Context: an optimization exercise on an open-source flow, tuned for small area. The choices shown serve that exercise and are no tape-out recipe.

Setup of the baseline:
==> flow/design.v <==
package riscv_pkg;
  localparam int ALU     = 0;
  localparam int SFT     = 1;
  localparam int BU      = 2;
  localparam int LSU     = 3;
  localparam int NB_UNIT = 4;
  localparam int ADD  = 0;
  localparam int SUB  = 1;
  localparam int AND  = 2;
  localparam int OR   = 3;
  localparam int XOR  = 4;
  localparam int SLT  = 5;
  localparam int SLTU = 6;
  localparam int SLL  = 7;
  localparam int SRL  = 8;
  localparam int SRA  = 9;
  localparam int BEQ  = 10;
  localparam int BNE  = 11;
  localparam int BLT  = 12;
  localparam int BGE  = 13;
  localparam int JAL  = 14;
  localparam int JALR = 15;
  localparam int LD   = 16;
  localparam int ST   = 17;
  localparam int NB_OPERATION = 18;
  localparam int SZ_B = 0;
  localparam int SZ_H = 1;
  localparam int SZ_W = 2;
  typedef struct packed {
    logic [32-1:0]        pc;
    logic                    rd_v;
    logic [5-1:0]     rd_adr;
    logic [32:0]          rs1_data;
    logic [32:0]          rs2_data;
    logic [32-1:0]        immediat;
    logic [2:0]              access_size;
    logic                    unsign_extension;
    logic [NB_UNIT-1:0]      unit;
    logic [NB_OPERATION-1:0] operation;
  } dec_exe_t;
  typedef struct packed {
    logic             adr_v;
    logic [32-1:0] adr;
    logic             is_store;
    logic [32-1:0] store_data;
    logic [2:0]       access_size;
  } mem_req_t;
  typedef struct packed {
    logic                v;
    logic [5-1:0] adr;
    logic [32-1:0]    data;
  } wbk_t;
  typedef struct packed {
    logic [32-1:0] pc;
    logic             branch_instr;
    logic             feedback;
    logic             success;
    logic             failed;
  } pred_fb_t;
endpackage
`timescale 1ns/1ps
import riscv_pkg::*;
module exe_top (
  input  logic                     clk,
  input  logic                     reset_n,
  input  logic [32-1:0]         dec_pc_i,
  input  logic                     dec_rd_v_i,
  input  logic [5-1:0]      dec_rd_adr_i,
  input  logic [32:0]           dec_rs1_data_i,
  input  logic [32:0]           dec_rs2_data_i,
  input  logic [32-1:0]         dec_immediat_i,
  input  logic [2:0]               dec_access_size_i,
  input  logic                     dec_unsign_extension_i,
  input  logic [NB_UNIT-1:0]       dec_unit_i,
  input  logic [NB_OPERATION-1:0]  dec_operation_i,
  input  logic                     pred_v_i,
  input  logic                     pred_is_taken_i,
  input  logic [32-1:0]         load_data_i,
  output logic                     mem_adr_v_o,
  output logic [32-1:0]         mem_adr_o,
  output logic                     mem_is_store_o,
  output logic [32-1:0]         mem_store_data_o,
  output logic [2:0]               mem_access_size_o,
  output logic                     exe_fwd_v_o,
  output logic [5-1:0]      exe_fwd_adr_o,
  output logic [32-1:0]         exe_fwd_data_o,
  output logic                     wbk_v_o,
  output logic [5-1:0]      wbk_adr_o,
  output logic [32-1:0]         wbk_data_o,
  output logic                     flush_v_q_o,
  output logic [32-1:0]         pc_data_q_o,
  output logic [32-1:0]         pred_fb_pc_o,
  output logic                     pred_fb_branch_instr_o,
  output logic                     pred_fb_feedback_o,
  output logic                     pred_fb_success_o,
  output logic                     pred_fb_failed_o
);
  logic [32-1:0] rs1, rs2, imm, pc;
  logic [NB_OPERATION-1:0] op;
  assign rs1 = dec_rs1_data_i[32-1:0];
  assign rs2 = dec_rs2_data_i[32-1:0];
  assign imm = dec_immediat_i;
  assign pc  = dec_pc_i;
  assign op  = dec_operation_i;
  logic             flush_q;
  logic             flush_dly_q;
  logic             wbk_v_q;
  logic [5-1:0] wbk_adr_q;
  logic [32-1:0] wbk_data_q;
  logic [32-1:0] pc_data_q;
  logic [32-1:0] fb_pc_q;
  logic             bi_q, fb_q, ok_q, ko_q;
  function automatic logic [32:0] add_cla(input logic [32-1:0] p,
                                             input logic [32-1:0] g,
                                             input logic cin);
    logic [32-1:0] s;
    logic [32/4:0] bc;
    logic             c, gk, pk;
    bc[0] = cin;
    for (int k = 0; k < 32/4; k++) begin
      gk = 1'b0;
      pk = 1'b1;
      c  = bc[k];
      for (int i = 4*k; i < 4*k+4; i++) begin
        s[i] = p[i] ^ c;
        c    = g[i] | (p[i] & c);
        gk   = g[i] | (p[i] & gk);
        pk   = pk & p[i];
      end
      bc[k+1] = gk | (pk & bc[k]);
    end
    add_cla = {bc[32/4], s};
  endfunction
  function automatic logic [32:0] add_cla_fast(input logic [32-1:0] p,
                                                  input logic [32-1:0] g,
                                                  input logic cin);
    logic [32-1:0] s;
    logic [32/4:0] bc;
    logic             gk, pk;
    bc[0] = cin;
    for (int k = 0; k < 32/4; k++) begin
      gk = 1'b0;
      pk = 1'b1;
      for (int i = 4*k; i < 4*k+4; i++) begin
        s[i] = p[i] ^ (gk | (pk & bc[k]));
        gk   = g[i] | (p[i] & gk);
        pk   = pk & p[i];
      end
      bc[k+1] = gk | (pk & bc[k]);
    end
    add_cla_fast = {bc[32/4], s};
  endfunction
  function automatic logic [32-1:0] inc4(input logic [32-1:0] a);
    logic bc, pk;
    bc = 1'b1;
    inc4[1:0] = a[1:0];
    for (int k = 0; k < 8; k++) begin
      pk = 1'b1;
      for (int i = 2 + 4*k; i < 6 + 4*k && i < 32; i++) begin
        inc4[i] = a[i] ^ (bc & pk);
        pk      = pk & a[i];
      end
      bc = bc & pk;
    end
  endfunction
  logic cancel;
  assign cancel = flush_q | flush_dly_q;
  logic             use_imm, sub, jal, jalr, jump;
  logic [32-1:0] opb;
  logic [32:0]   sum;
  assign jal     = op[JAL];
  assign jalr    = op[JALR];
  assign jump    = jal | jalr;
  assign use_imm = dec_unit_i[LSU] | jalr;
  assign sub     = op[SUB] | op[SLT] | op[SLTU] | dec_unit_i[BU];
  assign opb = use_imm ? imm : (rs2 ^ {32{sub}});
  logic [32-1:0] ap, ag;
  assign ap  = rs1 ^ opb;
  assign ag  = rs1 & opb;
  assign sum = add_cla_fast(ap, ag, sub & ~jalr);
  logic less, equal, taken;
  assign less  = (dec_rs1_data_i[32] ^ dec_rs2_data_i[32]) ? dec_rs1_data_i[32] : ~sum[32];
  assign equal = sum[32-1:0] == '0;
  assign taken = (op[BEQ] & equal) | (op[BNE] & ~equal) | (op[BLT] & less) | (op[BGE] & ~less);
  logic [32-1:0] pc_imm, pc_inc;
  assign pc_imm = add_cla(pc ^ imm, pc & imm, 1'b0);
  assign pc_inc = inc4(pc);
  logic [32-1:0] sh_in, sh_out, sh_rev;
  logic             sh_fill;
  always_comb begin
    for (int i = 0; i < 32; i++) sh_in[i] = op[SLL] ? rs1[32-1-i] : rs1[i];
  end
  assign sh_fill = op[SRA] & rs1[32-1];
  logic [32:0] sh_tmp;
  assign sh_tmp = $signed({sh_fill, sh_in}) >>> rs2[4:0];
  assign sh_out = sh_tmp[32-1:0];
  always_comb begin
    for (int i = 0; i < 32; i++) sh_rev[i] = sh_out[32-1-i];
  end
  logic [32-1:0] ld;
  logic             ld_fill;
  assign ld_fill = ~dec_unsign_extension_i
                 & (dec_access_size_i[SZ_B] ? load_data_i[7] : load_data_i[15]);
  assign ld[7:0]   = load_data_i[7:0];
  assign ld[15:8]  = dec_access_size_i[SZ_B] ? {8{ld_fill}} : load_data_i[15:8];
  assign ld[31:16] = dec_access_size_i[SZ_W] ? load_data_i[31:16] : {16{ld_fill}};
  logic [32-1:0] res;
  assign res = ({32{op[ADD] | op[SUB]}} & sum[32-1:0])
             | ({32{op[AND] | op[OR]}} & ag)
             | ({32{op[XOR] | op[OR]}} & ap)
             | {{(32-1){1'b0}}, (op[SLT] | op[SLTU]) & less}
             | ({32{op[SLL]}} & sh_rev)
             | ({32{op[SRL] | op[SRA]}} & sh_out)
             | ({32{jump}} & pc_inc)
             | ({32{op[LD]}} & ld);
  logic bu_en, pred_ok, fwd_v;
  assign bu_en   = dec_unit_i[BU] & ~cancel;
  assign pred_ok = pred_v_i & (pred_is_taken_i == (taken | jump));
  assign fwd_v   = dec_rd_v_i & ~cancel;
  assign mem_adr_v_o       = dec_unit_i[LSU] & ~cancel;
  assign mem_is_store_o    = op[ST] & ~cancel;
  assign mem_adr_o         = sum[32-1:0];
  assign mem_store_data_o  = rs2;
  assign mem_access_size_o = dec_access_size_i;
  assign exe_fwd_v_o    = fwd_v;
  assign exe_fwd_adr_o  = dec_rd_adr_i;
  assign exe_fwd_data_o = res;
  always_ff @(posedge clk or negedge reset_n) begin
    if (!reset_n) begin
      wbk_v_q     <= 1'b0;
      flush_q     <= 1'b0;
      flush_dly_q <= 1'b0;
      bi_q        <= 1'b0;
      fb_q        <= 1'b0;
      ok_q        <= 1'b0;
      ko_q        <= 1'b0;
    end else begin
      wbk_v_q     <= fwd_v;
      flush_q     <= bu_en & ~pred_ok;
      flush_dly_q <= flush_q;
      bi_q        <= bu_en;
      fb_q        <= bu_en & pred_v_i;
      ok_q        <= bu_en & pred_ok;
      ko_q        <= bu_en & (pred_v_i ? ~pred_ok : (taken | jump));
    end
  end
  always_ff @(posedge clk) begin
    wbk_adr_q  <= dec_rd_adr_i;
    wbk_data_q <= res;
    pc_data_q  <= jalr ? {sum[32-1:1], 1'b0} : ((taken | jal) ? pc_imm : pc_inc);
    fb_pc_q    <= pc;
  end
  assign wbk_v_o                = wbk_v_q;
  assign wbk_adr_o              = wbk_adr_q;
  assign wbk_data_o             = wbk_data_q;
  assign flush_v_q_o            = flush_q;
  assign pc_data_q_o            = pc_data_q;
  assign pred_fb_pc_o           = fb_pc_q;
  assign pred_fb_branch_instr_o = bi_q;
  assign pred_fb_feedback_o     = fb_q;
  assign pred_fb_success_o      = ok_q;
  assign pred_fb_failed_o       = ko_q;
endmodule
export LEC_CHECK = 0
export CAP_MARGIN = 20
export CORE_AREA = 5 5 245 245
export DIE_AREA = 0 0 250 250
export SLEW_MARGIN = 20
create_clock -name core_clock -period 8.0 [get_ports {clk}]
standard.sh (not shown) runs the stock make flow with config.mk's settings and CLKGATE_MAP_FILE= SYNTH_SCRIPT=/design/flow/synth_recipe.tcl, a recipe that flattens the netlist after the stock synthesis.
==> flow/flow/run.sh <==
#!/bin/bash
# Standard ORFS layout (the standard.sh), with the port buffers and the
# synthesis pass-through buffers made from the smallest buffer cell.
bash standard.sh \
  BUFFER_PORTS_ARGS="-buffer_cell sky130_fd_sc_hd__buf_1" \
  MIN_BUF_CELL_AND_PORTS="sky130_fd_sc_hd__buf_1 A X" \
  finish > standard.log 2>&1
## Diff of input files: the candidate against the baseline
--- a/flow/design.v
+++ b/flow/design.v
@@ -109,14 +109,16 @@
   logic [32-1:0] wbk_data_q;
   logic [32-1:0] pc_data_q;
   logic [32-1:0] fb_pc_q;
   logic             bi_q, fb_q, ok_q, ko_q;
-  function automatic logic [32:0] add_cla(input logic [32-1:0] p,
-                                             input logic [32-1:0] g,
+  function automatic logic [32:0] add_cla(input logic [32-1:0] a,
+                                             input logic [32-1:0] b,
                                              input logic cin);
-    logic [32-1:0] s;
+    logic [32-1:0] p, g, s;
     logic [32/4:0] bc;
     logic             c, gk, pk;
+    p = a ^ b;
+    g = a & b;
     bc[0] = cin;
     for (int k = 0; k < 32/4; k++) begin
       gk = 1'b0;
       pk = 1'b1;
@@ -130,40 +132,8 @@
       bc[k+1] = gk | (pk & bc[k]);
     end
     add_cla = {bc[32/4], s};
   endfunction
-  function automatic logic [32:0] add_cla_fast(input logic [32-1:0] p,
-                                                  input logic [32-1:0] g,
-                                                  input logic cin);
-    logic [32-1:0] s;
-    logic [32/4:0] bc;
-    logic             gk, pk;
-    bc[0] = cin;
-    for (int k = 0; k < 32/4; k++) begin
-      gk = 1'b0;
-      pk = 1'b1;
-      for (int i = 4*k; i < 4*k+4; i++) begin
-        s[i] = p[i] ^ (gk | (pk & bc[k]));
-        gk   = g[i] | (p[i] & gk);
-        pk   = pk & p[i];
-      end
-      bc[k+1] = gk | (pk & bc[k]);
-    end
-    add_cla_fast = {bc[32/4], s};
-  endfunction
-  function automatic logic [32-1:0] inc4(input logic [32-1:0] a);
-    logic bc, pk;
-    bc = 1'b1;
-    inc4[1:0] = a[1:0];
-    for (int k = 0; k < 8; k++) begin
-      pk = 1'b1;
-      for (int i = 2 + 4*k; i < 6 + 4*k && i < 32; i++) begin
-        inc4[i] = a[i] ^ (bc & pk);
-        pk      = pk & a[i];
-      end
-      bc = bc & pk;
-    end
-  endfunction
   logic cancel;
   assign cancel = flush_q | flush_dly_q;
   logic             use_imm, sub, jal, jalr, jump;
   logic [32-1:0] opb;
@@ -171,21 +141,18 @@
   assign jal     = op[JAL];
   assign jalr    = op[JALR];
   assign jump    = jal | jalr;
   assign use_imm = dec_unit_i[LSU] | jalr;
-  assign sub     = op[SUB] | op[SLT] | op[SLTU] | dec_unit_i[BU];
+  assign sub     = op[SUB] | op[SLT] | op[SLTU] | op[BEQ] | op[BNE] | op[BLT] | op[BGE];
   assign opb = use_imm ? imm : (rs2 ^ {32{sub}});
-  logic [32-1:0] ap, ag;
-  assign ap  = rs1 ^ opb;
-  assign ag  = rs1 & opb;
-  assign sum = add_cla_fast(ap, ag, sub & ~jalr);
+  assign sum = add_cla(rs1, opb, sub);
   logic less, equal, taken;
   assign less  = (dec_rs1_data_i[32] ^ dec_rs2_data_i[32]) ? dec_rs1_data_i[32] : ~sum[32];
   assign equal = sum[32-1:0] == '0;
   assign taken = (op[BEQ] & equal) | (op[BNE] & ~equal) | (op[BLT] & less) | (op[BGE] & ~less);
   logic [32-1:0] pc_imm, pc_inc;
-  assign pc_imm = add_cla(pc ^ imm, pc & imm, 1'b0);
-  assign pc_inc = inc4(pc);
+  assign pc_imm = add_cla(pc, imm, 1'b0);
+  assign pc_inc = pc + 32'd4;
   logic [32-1:0] sh_in, sh_out, sh_rev;
   logic             sh_fill;
   always_comb begin
     for (int i = 0; i < 32; i++) sh_in[i] = op[SLL] ? rs1[32-1-i] : rs1[i];
@@ -205,10 +172,11 @@
   assign ld[15:8]  = dec_access_size_i[SZ_B] ? {8{ld_fill}} : load_data_i[15:8];
   assign ld[31:16] = dec_access_size_i[SZ_W] ? load_data_i[31:16] : {16{ld_fill}};
   logic [32-1:0] res;
   assign res = ({32{op[ADD] | op[SUB]}} & sum[32-1:0])
-             | ({32{op[AND] | op[OR]}} & ag)
-             | ({32{op[XOR] | op[OR]}} & ap)
+             | ({32{op[AND]}} & (rs1 & rs2))
+             | ({32{op[OR]}}  & (rs1 | rs2))
+             | ({32{op[XOR]}} & (rs1 ^ rs2))
              | {{(32-1){1'b0}}, (op[SLT] | op[SLTU]) & less}
              | ({32{op[SLL]}} & sh_rev)
              | ({32{op[SRL] | op[SRA]}} & sh_out)
              | ({32{jump}} & pc_inc)
- Ran to the end and failed final checks on setup timing: the candidate.
- The baseline → the candidate: critical path depth now sits higher; global-route usage picked up an extra 1.1 points; worst setup margin now sits lower; minimum hold slack lost 3.3 ps.
- Diff the baseline -> the candidate | DRC marker count from the first detailed-route iteration | down by a few percent
- In the candidate the area share of buffers outside the clock network turned out 0.77 points higher than in the baseline.
Function was not checked in any run of this note: the RTL went through the layout flow alone.

[re-timing with driven ports]
The flow's constraints put no driver on any port. The routed layouts listed below were extracted and timed again, unchanged, in two steps. Step 1 assumes that a clkbuf_16 drives the clock port and a buf_2 every other input. Step 2 times the ports against the registers' clock, not the clock port: input delays grow and output delays shrink by t, the midpoint of the rising clock arrivals with the driver on. Three values: ideal, step 1, step 2; two values: the first two.
| run | t (ns) | setup slack, ns | worst register clock-pin slew, ns |
|---|---|---|---|
| the baseline | 0.444 | 0.214 / 0.185 / 0.185 | 0.10 / 0.10 |
| the candidate | 0.456 | -0.441 / -0.475 / -0.475 | 0.10 / 0.10 |
For the candidate, which loses most, drivers alone change the setup slack by -0.034 ns; drivers and shift together by -0.034 ns.
